Source: an optimization exercise on an open RTL-to-GDS flow (aim: small area, a short achievable clock period and few clock cycles per item). Production flows keep margins and buffers that such runs may drop. Where RTL was checked, it was by simulation tests only, not by an equivalence proof against the original.

==> job 1158 <==
Design classifierTop, start of the top module:
module classifierTop (
    input  wire                   i_clk100,
    input  wire                   i_rstN,
    input  wire cnnPkg::camBus_t  i_cam,
    input  wire                   i_start,
    input  wire                   i_cfgWr,
    input  wire [4-1:0] i_cfgAddr,
    input  wire [15:0]            i_cfgData,
    output logic                  o_busy,
    output logic                  o_done,
    output cnnPkg::score_t        o_score,
    output logic                  o_led
);
clock: 10.0 ns
lec_check: 0
cap_margin: 20
core_margin: 2
core_utilization: 40
cts_cluster_diameter: 100
cts_cluster_size: 24
slew_margin: 20
synth_hierarchical: 1
standard.sh (not shown) runs the stock make flow with config.mk's settings and CLKGATE_MAP_FILE= SYNTH_SCRIPT=/design/flow/synth_recipe.tcl, a recipe that flattens the netlist after the stock synthesis.
==> flow/flow/run.sh <==
#!/bin/bash
set -euo pipefail
bash standard.sh SETUP_SLACK_MARGIN=6.7 "BUFFER_PORTS_ARGS=-buffer_cell sky130_fd_sc_hd__buf_2" finish > standard.log 2>&1
==> job 2564 (differences from job 1158) <==
--- a/flow/design.v
+++ b/flow/design.v
@@ -47,39 +47,29 @@
     always_ff @(posedge i_clk100 or negedge i_rstN) begin
         if (!i_rstN) cfgWrQ <= 1'b0;
         else         cfgWrQ <= i_cfgWr;
     end
     always_ff @(posedge i_clk100) begin
         cfgAddrQ <= i_cfgAddr;
         cfgDataQ <= i_cfgData;
     end
-    logic [13:0] cfgSet;
     always_ff @(posedge i_clk100 or negedge i_rstN) begin
-        if (!i_rstN)
-            cfgSet <= '0;
-        else if (cfgWrQ)
-            for (int r = 0; r < 14; r++)
-                if (cfgAddrQ == 4'(r)) cfgSet[r] <= 1'b1;
-    end
-    always_ff @(posedge i_clk100) begin
-        if (cfgWrQ) begin
+        if (!i_rstN) begin
+            for (int t = 0; t < 9; t++) kern[t] <= '0;
+            for (int w = 0; w < 4; w++) fcW[w] <= '0;
+            bias <= '0;
+        end else if (cfgWrQ) begin
             for (int t = 0; t < 9; t++)
                 if (cfgAddrQ == 4'(t)) kern[t] <= cfgDataQ[7:0];
             for (int w = 0; w < 4; w++)
                 if (cfgAddrQ == 4'(9 + w)) fcW[w] <= cfgDataQ[7:0];
             if (cfgAddrQ == 4'd13) bias <= cfgDataQ;
         end
     end
-    logic [7:0]  fcWv [4];      
-    logic [15:0] biasV;
-    always_comb begin
-        for (int w = 0; w < 4; w++) fcWv[w] = cfgSet[9 + w] ? fcW[w] : 8'd0;
-        biasV = cfgSet[13] ? bias : 16'd0;
-    end
     wire [7:0] camData = i_cam[7:0];
     wire       camVs   = i_cam[9];
     wire       camHref = i_cam[8];
     logic       busy;           
     logic       waitVs;         
     logic       inFrame;        
     logic       phase;          
     logic [6:0] sIdx;           
@@ -175,17 +165,17 @@
         if (!i_rstN) begin
             mValid <= 1'b0;
         end else if (shiftEv) begin
             mValid <= (sIdx >= 7'd9);
         end
     end
     always_ff @(posedge i_clk100) begin
         if (shiftEv) begin
-            mUse <= ~padW & cfgSet[8:0];
+            mUse <= ~padW;
         end
     end
     wire [3:0] nib0 = lb[18][3:0];
     wire [3:0] nib1 = lb[17][3:0];
     wire [3:0] nib2 = lb[16][3:0];
     wire [3:0] nib3 = lb[10][3:0];
     wire [3:0] nib4 = lb[9][3:0];
     wire [3:0] nib5 = lb[8][3:0];
@@ -1040,19 +1030,19 @@
     end
     logic [2:0]  fcSt;          
     logic [1:0]  featQ;
     logic        fcLast, scInit, scFirst;
     logic        s1, s2, neg;   
     logic [21:0] fv;            
     wire  [26:0] scRow;
     logic signed [26:0] score;
-    wire  [7:0]  wQ   = fcWv[featQ];
+    wire  [7:0]  wQ   = fcW[featQ];
     wire  [1:0]  qD   = {tCBottom, tCRight};
-    wire  [7:0]  wD   = fcWv[{tCBottom, tCRight}];
+    wire  [7:0]  wD   = fcW[qD];
     function automatic logic [2:0] booth(input logic [2:0] b);
         booth[0] = b[1] ^ b[0];                                         
         booth[1] = (b[2] & !b[1] & !b[0]) | (!b[2] & b[1] & b[0]);      
         booth[2] = b[2] & !(b[1] & b[0]);                               
     endfunction
     logic [2:0] bD, bNext;
     assign bD = booth({wD[1:0], 1'b0});
     always_comb begin
@@ -1112,17 +1102,17 @@
             {neg, s2, s1} <= bD;
             fv      <= {6'd0, accNext[19:4]};
         end else begin
             scFirst <= 1'b0;
             {neg, s2, s1} <= bNext;
             if (fcSt != 3'd0) fv <= {fv[19:0], 2'b00};
         end
     end
-    wire [26:0] scBase = scFirst ? 27'($signed(biasV)) : score;
+    wire [26:0] scBase = scFirst ? 27'($signed(bias)) : score;
     wire [26:0] scSum;
     wire as_g0_0, as_p0_0, as_g0_1, as_p0_1, as_g0_2, as_p0_2, as_g0_3, as_p0_3;
     wire as_g0_4, as_p0_4, as_g0_5, as_p0_5, as_g0_6, as_p0_6, as_g0_7, as_p0_7;
     wire as_g0_8, as_p0_8, as_g0_9, as_p0_9, as_g0_10, as_p0_10, as_g0_11, as_p0_11;
     wire as_g0_12, as_p0_12, as_g0_13, as_p0_13, as_g0_14, as_p0_14, as_g0_15, as_p0_15;
     wire as_g0_16, as_p0_16, as_g0_17, as_p0_17, as_g0_18, as_p0_18, as_g0_19, as_p0_19;
     wire as_g0_20, as_p0_20, as_g0_21, as_p0_21, as_g0_22, as_p0_22, as_g0_23, as_p0_23;
     wire as_g0_24, as_p0_24, as_g0_25, as_p0_25, as_g0_26, as_p0_26, as_g1_1, as_p1_1;
==> flow/flow/run.sh (replaced) <==
#!/bin/bash
set -euo pipefail
bash standard.sh SETUP_SLACK_MARGIN=6.7 finish > standard.log 2>&1
ABC_AREA = 1   (was not set)
==> job 6629 (differences from job 1158) <==
--- a/flow/design.v
+++ b/flow/design.v
@@ -47,39 +47,29 @@
     always_ff @(posedge i_clk100 or negedge i_rstN) begin
         if (!i_rstN) cfgWrQ <= 1'b0;
         else         cfgWrQ <= i_cfgWr;
     end
     always_ff @(posedge i_clk100) begin
         cfgAddrQ <= i_cfgAddr;
         cfgDataQ <= i_cfgData;
     end
-    logic [13:0] cfgSet;
     always_ff @(posedge i_clk100 or negedge i_rstN) begin
-        if (!i_rstN)
-            cfgSet <= '0;
-        else if (cfgWrQ)
-            for (int r = 0; r < 14; r++)
-                if (cfgAddrQ == 4'(r)) cfgSet[r] <= 1'b1;
-    end
-    always_ff @(posedge i_clk100) begin
-        if (cfgWrQ) begin
+        if (!i_rstN) begin
+            for (int t = 0; t < 9; t++) kern[t] <= '0;
+            for (int w = 0; w < 4; w++) fcW[w] <= '0;
+            bias <= '0;
+        end else if (cfgWrQ) begin
             for (int t = 0; t < 9; t++)
                 if (cfgAddrQ == 4'(t)) kern[t] <= cfgDataQ[7:0];
             for (int w = 0; w < 4; w++)
                 if (cfgAddrQ == 4'(9 + w)) fcW[w] <= cfgDataQ[7:0];
             if (cfgAddrQ == 4'd13) bias <= cfgDataQ;
         end
     end
-    logic [7:0]  fcWv [4];      
-    logic [15:0] biasV;
-    always_comb begin
-        for (int w = 0; w < 4; w++) fcWv[w] = cfgSet[9 + w] ? fcW[w] : 8'd0;
-        biasV = cfgSet[13] ? bias : 16'd0;
-    end
     wire [7:0] camData = i_cam[7:0];
     wire       camVs   = i_cam[9];
     wire       camHref = i_cam[8];
     logic       busy;           
     logic       waitVs;         
     logic       inFrame;        
     logic       phase;          
     logic [6:0] sIdx;           
@@ -175,17 +165,17 @@
         if (!i_rstN) begin
             mValid <= 1'b0;
         end else if (shiftEv) begin
             mValid <= (sIdx >= 7'd9);
         end
     end
     always_ff @(posedge i_clk100) begin
         if (shiftEv) begin
-            mUse <= ~padW & cfgSet[8:0];
+            mUse <= ~padW;
         end
     end
     wire [3:0] nib0 = lb[18][3:0];
     wire [3:0] nib1 = lb[17][3:0];
     wire [3:0] nib2 = lb[16][3:0];
     wire [3:0] nib3 = lb[10][3:0];
     wire [3:0] nib4 = lb[9][3:0];
     wire [3:0] nib5 = lb[8][3:0];
@@ -1040,19 +1030,19 @@
     end
     logic [2:0]  fcSt;          
     logic [1:0]  featQ;
     logic        fcLast, scInit, scFirst;
     logic        s1, s2, neg;   
     logic [21:0] fv;            
     wire  [26:0] scRow;
     logic signed [26:0] score;
-    wire  [7:0]  wQ   = fcWv[featQ];
+    wire  [7:0]  wQ   = fcW[featQ];
     wire  [1:0]  qD   = {tCBottom, tCRight};
-    wire  [7:0]  wD   = fcWv[{tCBottom, tCRight}];
+    wire  [7:0]  wD   = fcW[qD];
     function automatic logic [2:0] booth(input logic [2:0] b);
         booth[0] = b[1] ^ b[0];                                         
         booth[1] = (b[2] & !b[1] & !b[0]) | (!b[2] & b[1] & b[0]);      
         booth[2] = b[2] & !(b[1] & b[0]);                               
     endfunction
     logic [2:0] bD, bNext;
     assign bD = booth({wD[1:0], 1'b0});
     always_comb begin
@@ -1112,17 +1102,17 @@
             {neg, s2, s1} <= bD;
             fv      <= {6'd0, accNext[19:4]};
         end else begin
             scFirst <= 1'b0;
             {neg, s2, s1} <= bNext;
             if (fcSt != 3'd0) fv <= {fv[19:0], 2'b00};
         end
     end
-    wire [26:0] scBase = scFirst ? 27'($signed(biasV)) : score;
+    wire [26:0] scBase = scFirst ? 27'($signed(bias)) : score;
     wire [26:0] scSum;
     wire as_g0_0, as_p0_0, as_g0_1, as_p0_1, as_g0_2, as_p0_2, as_g0_3, as_p0_3;
     wire as_g0_4, as_p0_4, as_g0_5, as_p0_5, as_g0_6, as_p0_6, as_g0_7, as_p0_7;
     wire as_g0_8, as_p0_8, as_g0_9, as_p0_9, as_g0_10, as_p0_10, as_g0_11, as_p0_11;
     wire as_g0_12, as_p0_12, as_g0_13, as_p0_13, as_g0_14, as_p0_14, as_g0_15, as_p0_15;
     wire as_g0_16, as_p0_16, as_g0_17, as_p0_17, as_g0_18, as_p0_18, as_g0_19, as_p0_19;
     wire as_g0_20, as_p0_20, as_g0_21, as_p0_21, as_g0_22, as_p0_22, as_g0_23, as_p0_23;
     wire as_g0_24, as_p0_24, as_g0_25, as_p0_25, as_g0_26, as_p0_26, as_g1_1, as_p1_1;
==> results.toml <==
[cells_and_area]
multi_input_area_share_pct = 43.4
bufAreaShareNonClock_pct = 3.17
buffers_excl_clock = 123
final_common_cell = "edfxtp_1"

[routing]
met2_length_mm = 34.2

[worst_setup_path]
r2r_cells = 5
crit_arrival_ps = 3680
crit_end = "aR[55]"

[sta]
holdWs_ps = 334

[floorplanning]
die_w_microns = 275

[global_routing]
met2_usage_pct = 30.8

[power_and_ir_drop]
max-vdd-ir-drop_uv = 160

[placement]
pre_cts_slack_ps = 4550

[synth]
synth_edf_count = 340
syn_inst = 2309
ys_ff_latch = 564
synth_nets = 2736
synth_top_area_share_pct = 34.7

[run_status]
run_status = "timing/DRC/antenna clean"

[worst_hold_path]
hold_path_end = "cs0[0]"
[end of results for job 1158]
==> results.toml <==
[run_status]
run_status = "timing/DRC/antenna clean"

[synth]
ys_ff_latch = 549
synth_nets = 3384
syn_inst = 2956
synth_edf_count = 219

[cells_and_area]
final_common_cell = "nand2_1"
buffers_excl_clock = 84

[power_and_ir_drop]
max-vdd-ir-drop_uv = 144

[worst_setup_path]
crit_arrival_ps = 1250
crit_end = "o_score[17]"

[worst_hold_path]
hold_path_end = "cs0[0]"
[end of results for job 2564]
==> results.toml <==
[run_status]
run_status = "timing/DRC/antenna clean"

[worst_setup_path]
crit_arrival_ps = 3690
crit_end = "aR[54]"

[power_and_ir_drop]
max-vdd-ir-drop_uv = 211

[cells_and_area]
multi_input_area_share_pct = 46.8
final_common_cell = "nand2_1"
buffers_excl_clock = 109

[synth]
synth_nets = 2776

[sta]
holdWs_ps = 334

[worst_hold_path]
hold_path_end = "cs0[1]"

[floorplanning]
die_w_microns = 276
[end of results for job 6629]
Testbench counts of job 2564, summed over its fixed seeds: cycles 38,907, tiles 192.
Testbench counts of job 6629, summed over its fixed seeds: cycles 38,907, tiles 192.
No functional check of the RTL was part of job 1158.

[re-timing with driven ports]
The results above use ideal ports. As a check the final layouts listed here were re-extracted and re-timed, cells and wires unchanged. Step 1 sets driving cells, clkbuf_16 on the clock port and buf_2 on the other inputs (assumed; they add their load-dependent delay and slew). Step 2 also shifts input and output timing later by t, the mid clock arrival at the registers, as if the neighbouring blocks saw the same clock. a / b / c = ideal / step 1 / step 2; a / b = the first two.
| run | t, ns | setup slack, ns | hold slack, ns |
|---|---|---|---|
| job 1158 | 0.666 | 6.772 / 6.743 / 6.151 | 0.334 / 0.334 / 0.334 |
| job 2564 | 0.669 | 6.748 / 6.685 / 6.152 | 0.333 / 0.333 / 0.333 |
| job 6629 | 0.667 | 6.771 / 6.733 / 6.250 | 0.334 / 0.334 / 0.334 |
After both steps every run listed still meets setup and hold. The setup slack of job 1158, which loses most, moves by -0.029 ns with the drivers and by -0.621 ns with both steps.
